Source: an optimization exercise on an open RTL-to-GDS flow (aim: small area, a short achievable clock period and few clock cycles per item). Production flows keep margins and buffers that such runs may drop. Where RTL was checked, it was by simulation tests only, not by an equivalence proof against the original.

## yarrow
## rgb_hue_shifter
module rgb_hue_shifter (
  input  logic        clk,
  input  logic        rst_n,
  input  logic        in_tvalid,
  output logic        in_tready,
  input  logic [23:0] in_tdata,    
  output logic        out_tvalid,
  input  logic        out_tready,
  output logic [55:0] out_tdata,   
  input  logic        cfg_psel,
  input  logic        cfg_penable,
  input  logic        cfg_pwrite,
  input  logic [2:0]  cfg_paddr,
  input  logic [31:0] cfg_pwdata,
  output logic [31:0] cfg_prdata,
  output logic        cfg_pready
);
  logic rst_q;
  logic irst;
  logic vrst;
  always_ff @(posedge clk) rst_q <= rst_n;
  assign irst = !rst_q;
  assign vrst = !rst_n || !rst_q;
  logic [15:0] off_r;
  logic [17:0] off3_r;
  logic [15:0] rd_r;
  always_ff @(posedge clk) begin
    if (!rst_n) begin
      off_r <= 16'h0000;
    end else if (cfg_psel && cfg_penable && cfg_pwrite && !cfg_paddr[2]) begin
      off_r <= cfg_pwdata[15:0];
    end
  end
  always_ff @(posedge clk) off3_r <= {2'b00, off_r} + {1'b0, off_r, 1'b0};
  always_ff @(posedge clk) rd_r <= cfg_paddr[2] ? 16'h0000 : off_r;
  assign cfg_prdata = {16'h0000, rd_r};
  assign cfg_pready = 1'b1;
  logic en;
  logic o_v;
  logic rdy_r;
  assign en        = !o_v || out_tready;
  assign in_tready = rdy_r;
  logic       s0_v;
  logic [7:0] s0_r, s0_g, s0_b;
  logic       s0_rg, s0_rb, s0_gb;
  logic       i_rg, i_rb, i_gb;
  logic       sk_v;
  logic [26:0] sk_d, in_x;
  logic       acc;
  assign i_rg = in_tdata[7:0] >= in_tdata[15:8];
  assign i_rb = in_tdata[7:0] >= in_tdata[23:16];
  assign i_gb = in_tdata[15:8] >= in_tdata[23:16];
  assign in_x = {i_gb, i_rb, i_rg, in_tdata};
  assign acc  = in_tvalid && rdy_r;
  always_ff @(posedge clk) begin
    if (vrst) begin
      sk_v  <= 1'b0;
      rdy_r <= 1'b0;
    end else begin
      sk_v  <= !en && (sk_v || acc);
      rdy_r <= en || !(sk_v || acc);
    end
  end
  always_ff @(posedge clk) begin
    if (irst)    s0_v <= 1'b0;
    else if (en) s0_v <= sk_v || acc;
  end
  always_ff @(posedge clk) begin
    if (!sk_v) sk_d <= in_x;
    if (en) {s0_gb, s0_rb, s0_rg, s0_b, s0_g, s0_r} <= sk_v ? sk_d : in_x;
  end
  logic       max_r, max_g;
  logic [7:0] v1n, mn1n, ea1n, eb1n;
  logic [7:0] d1n;
  ...
==> flow/config.mk <==
export PLATFORM = sky130hd
export DESIGN_NAME = rgb_hue_shifter
export DESIGN_NICKNAME = rgb_hue_shifter
export VERILOG_FILES = /design/flow/design.v
export SDC_FILE = /design/flow/constraint.sdc
export NUM_CORES = 4
export LEC_CHECK = 0
export ABC_AREA = 1
export CAP_MARGIN = 20
export CORE_MARGIN = 2
export CORE_UTILIZATION = 40
export CTS_CLUSTER_DIAMETER = 100
export CTS_CLUSTER_SIZE = 30
export SLEW_MARGIN = 20
==> flow/constraint.sdc <==
create_clock -name core_clock -period 10.0 [get_ports {clk}]
set_input_delay 2.0000 -clock core_clock [delete_from_list [all_inputs] [get_ports {clk}]]
set_output_delay 2.0000 -clock core_clock [all_outputs]
set_load 0.01 [all_outputs]
standard.sh (not shown) runs the stock make flow with config.mk's settings and CLKGATE_MAP_FILE= SYNTH_SCRIPT=/design/flow/synth_recipe.tcl, a recipe that flattens the netlist after the stock synthesis.
==> flow/flow/run.sh <==
#!/bin/bash
set -euo pipefail
bash standard.sh SETUP_SLACK_MARGIN=6.5 TNS_END_PERCENT=100 finish > standard.log 2>&1
yarrow finished every step from synthesis to the final layout, and the layout passed the timing, design-rule and antenna checks.
Here is what was changed in the inputs of fjord compared with yarrow.
-- flow/design.v --
<<< yarrow, line 269
  assign dg0_b1n = {1'b0, g_b1n[1:0]} + {2'b00, !sec_b1n[0]};
  logic        b1_v;
  logic [15:0] b1_h, b1_p;
  logic [17:0] b1_p3;
  logic [14:0] b1_g;
>>> fjord, line 269
  assign dg0_b1n = {1'b0, g_b1n[1:0]} + {2'b00, !sec_b1n[0]};
  logic        b1_v;
  logic [15:0] b1_h, b1_p, b1_pn;
  logic [17:0] b1_p3;
  logic [14:0] b1_g;
<<< yarrow, line 287
      b1_h   <= h_b1n;
      b1_p   <= dv_pp[NST];
      b1_p3  <= {2'b00, dv_pp[NST]} + {1'b0, dv_pp[NST], 1'b0};
      b1_g   <= g_b1n;
>>> fjord, line 287
      b1_h   <= h_b1n;
      b1_p   <= dv_pp[NST];
      b1_pn  <= ~dv_pp[NST];
      b1_p3  <= {2'b00, dv_pp[NST]} + {1'b0, dv_pp[NST], 1'b0};
      b1_g   <= g_b1n;
<<< yarrow, line 324
  for (genvar i = 1; i < 8; i++) begin : g_rows
    logic [17:0] rw;
    assign rw    = r4row(g16[2*i+1:2*i], b1_p, b1_p3);
    assign pr[i] = {13'd0, rw} << (2 * i);
  end
>>> fjord, line 325
  for (genvar i = 1; i < 8; i++) begin : g_rows
    logic [17:0] rw;
    assign rw    = r4row(g16[2*i+1:2*i], (i < 4) ? b1_p : ~b1_pn, b1_p3);
    assign pr[i] = {13'd0, rw} << (2 * i);
  end
## What came out
yarrow and fjord ended up with nearly the same area of the multi-input gates. Capture point of the critical path = b2_ws[9]: yarrow; capture point of the critical path = b2_ws[16]: fjord. Relative to yarrow, design area has gone up in fjord. Worst setup slack: yarrow and fjord compared, lower one is yarrow. Relative to yarrow, detailed-router iteration count before antenna repair has gone down in fjord. yarrow and fjord ended up with nearly the same fraction of synthesized cell area in xor and xnor cells.
Testbench counts of fjord, summed over its fixed seeds: cycles 32,888, items 32,768.
Only the layout flow was run in yarrow; the RTL was not checked for function there.

* * *

Another version of the RTL of rgb_hue_shifter (not shown whole).
Size: ~6,700 cells after synthesis, ~950 flip-flops, about 160 I/O pins, ~0.061 mm² of cells after synthesis.
export LEC_CHECK = 0
export ABC_AREA = 1
export CAP_MARGIN = 20
export CORE_MARGIN = 2
export CORE_UTILIZATION = 40
export CTS_CLUSTER_DIAMETER = 100
export CTS_CLUSTER_SIZE = 30
export SLEW_MARGIN = 20
create_clock -name core_clock -period 10.0 [get_ports {clk}]
Scripts as last shown in full above: flow/flow/run.sh
Rerun with:
--- a/flow/design.v
+++ b/flow/design.v
@@ -246,44 +246,40 @@
   logic [18:0] x_b1n;
   logic [3:0]  t4, t4m6;
   logic [2:0]  sec_b1n;
   logic [14:0] g_b1n;
   assign hq     = dv_hq[NST][16:1];
   assign q0     = dv_hq[NST][0];
   assign h_b1n  = hq + {15'd0, q0};
   assign x_b1n  = {2'b00, hq, 1'b0} + {3'b000, hq} + {1'b0, off3_r} + {17'd0, q0, q0};
   assign t4     = x_b1n[18:15];
   assign t4m6   = t4 - 4'd6;
   assign sec_b1n = (t4 >= 4'd6) ? t4m6[2:0] : t4[2:0];
   assign g_b1n  = sec_b1n[0] ? x_b1n[14:0] : ~x_b1n[14:0];
-  logic [2:0]  dg0_b1n;
-  assign dg0_b1n = {1'b0, g_b1n[1:0]} + {2'b00, !sec_b1n[0]};
   logic        b1_v;
   logic [15:0] b1_h, b1_p;
   logic [17:0] b1_p3;
   logic [14:0] b1_g;
-  logic [2:0]  b1_dg0;
   logic [2:0]  b1_sec;
   logic [7:0]  b1_vv, b1_s, b1_mv;
   always_ff @(posedge clk) begin
     if (irst)      b1_v <= 1'b0;
     else if (en) b1_v <= dv_v[NST];
   end
   always_ff @(posedge clk) begin
     if (en) begin
       b1_h   <= h_b1n;
       b1_p   <= dv_pp[NST];
       b1_p3  <= {2'b00, dv_pp[NST]} + {1'b0, dv_pp[NST], 1'b0};
       b1_g   <= g_b1n;
-      b1_dg0 <= dg0_b1n;
       b1_sec <= sec_b1n;
       b1_vv  <= dv_vv[NST];
       b1_s   <= dv_s[NST];
       b1_mv  <= dv_vv[NST] - dv_mq[NST];
     end
   end
   localparam logic [30:0] RC = 31'd16383 + 31'd4161536;
   function automatic [17:0] r4row(input [1:0] dg, input [15:0] p, input [17:0] p3);
     begin
       case (dg)
         2'd0:    r4row = 18'd0;
         2'd1:    r4row = {2'b00, p};
@@ -291,28 +287,30 @@
         default: r4row = p3;
       endcase
     end
   endfunction
   function automatic [61:0] csa(input [30:0] x, input [30:0] y, input [30:0] z);
     reg [30:0] sm, cy;
     begin
       sm  = x ^ y ^ z;
       cy  = (x & y) | (x & z) | (y & z);
       csa = {cy[29:0], 1'b0, sm};
     end
   endfunction
+  logic [2:0]  dg0;
   logic [17:0] rw0;
   logic [30:0] pr [9];
   logic [61:0] c1a, c1b, c1c, c2a, c2b, c3a;
-  assign rw0 = (b1_dg0 == 3'd4) ? {b1_p, 2'b00} : r4row(b1_dg0[1:0], b1_p, b1_p3);
+  assign dg0 = {1'b0, b1_g[1:0]} + {2'b00, !b1_sec[0]};
+  assign rw0 = (dg0 == 3'd4) ? {b1_p, 2'b00} : r4row(dg0[1:0], b1_p, b1_p3);
   assign pr[0] = {13'd0, rw0};
   logic [15:0] g16;
   assign g16 = {1'b0, b1_g};
   for (genvar i = 1; i < 8; i++) begin : g_rows
     logic [17:0] rw;
     assign rw    = r4row(g16[2*i+1:2*i], b1_p, b1_p3);
     assign pr[i] = {13'd0, rw} << (2 * i);
   end
   assign pr[8] = RC;
   assign c1a = csa(pr[0], pr[1], pr[2]);
   assign c1b = csa(pr[3], pr[4], pr[5]);
   assign c1c = csa(pr[6], pr[7], pr[8]);
Die area came out lower by 0.32%.
Via count came out lower by 1.5%.
Final area came out lower by 0.42%.
Wire length came out lower by 1.3%.
Area after synthesis came out lower by 0.32%.
Hold slack improved by 0.014 ns.
Worst setup slack got worse by 0.015 ns.
Sequential share of layout area came out higher by 0.12 points.
Testbench counts after the change, summed over its fixed seeds: cycles 32,888, items 32,768.
No functional check of the RTL was part of the first run of this note.

-- static timing again, ports no longer ideal --
The flow's constraints put no driver on any port. The routed layouts listed below were extracted and timed again, unchanged, in two steps.
Step 1: set_driving_cell puts a clkbuf_16 on clk and a buf_2 on each other input, an assumption about the parent block.
Step 2 moves the port delays by t, midway between the first and last clock arrival at a register: inputs arrive t later, outputs are due t later. That takes back most of the time a late clock gives input paths.
Slacks: ideal ports / drivers / drivers and shift; pairs: ideal ports / drivers.
run	shift t [ns]	slack for setup (ns)	worst hold slack (ns)	worst setup path at the end
yarrow	0.728	6.526 / 6.507 / 5.926	0.409 / 0.409 / 0.409	input to register
fjord	0.740	6.551 / 6.490 / 5.860	0.407 / 0.407 / 0.407	input to register
the first run of note 2	0.746	6.565 / 6.551 / 5.893	0.389 / 0.389 / 0.389	input to register
the second run of note 2	0.771	6.550 / 6.531 / 5.860	0.403 / 0.403 / 0.403	input to register
After both steps every run listed still meets setup and hold. The setup slack of fjord, which loses most, moves by -0.061 ns with the drivers and by -0.691 ns with both steps.
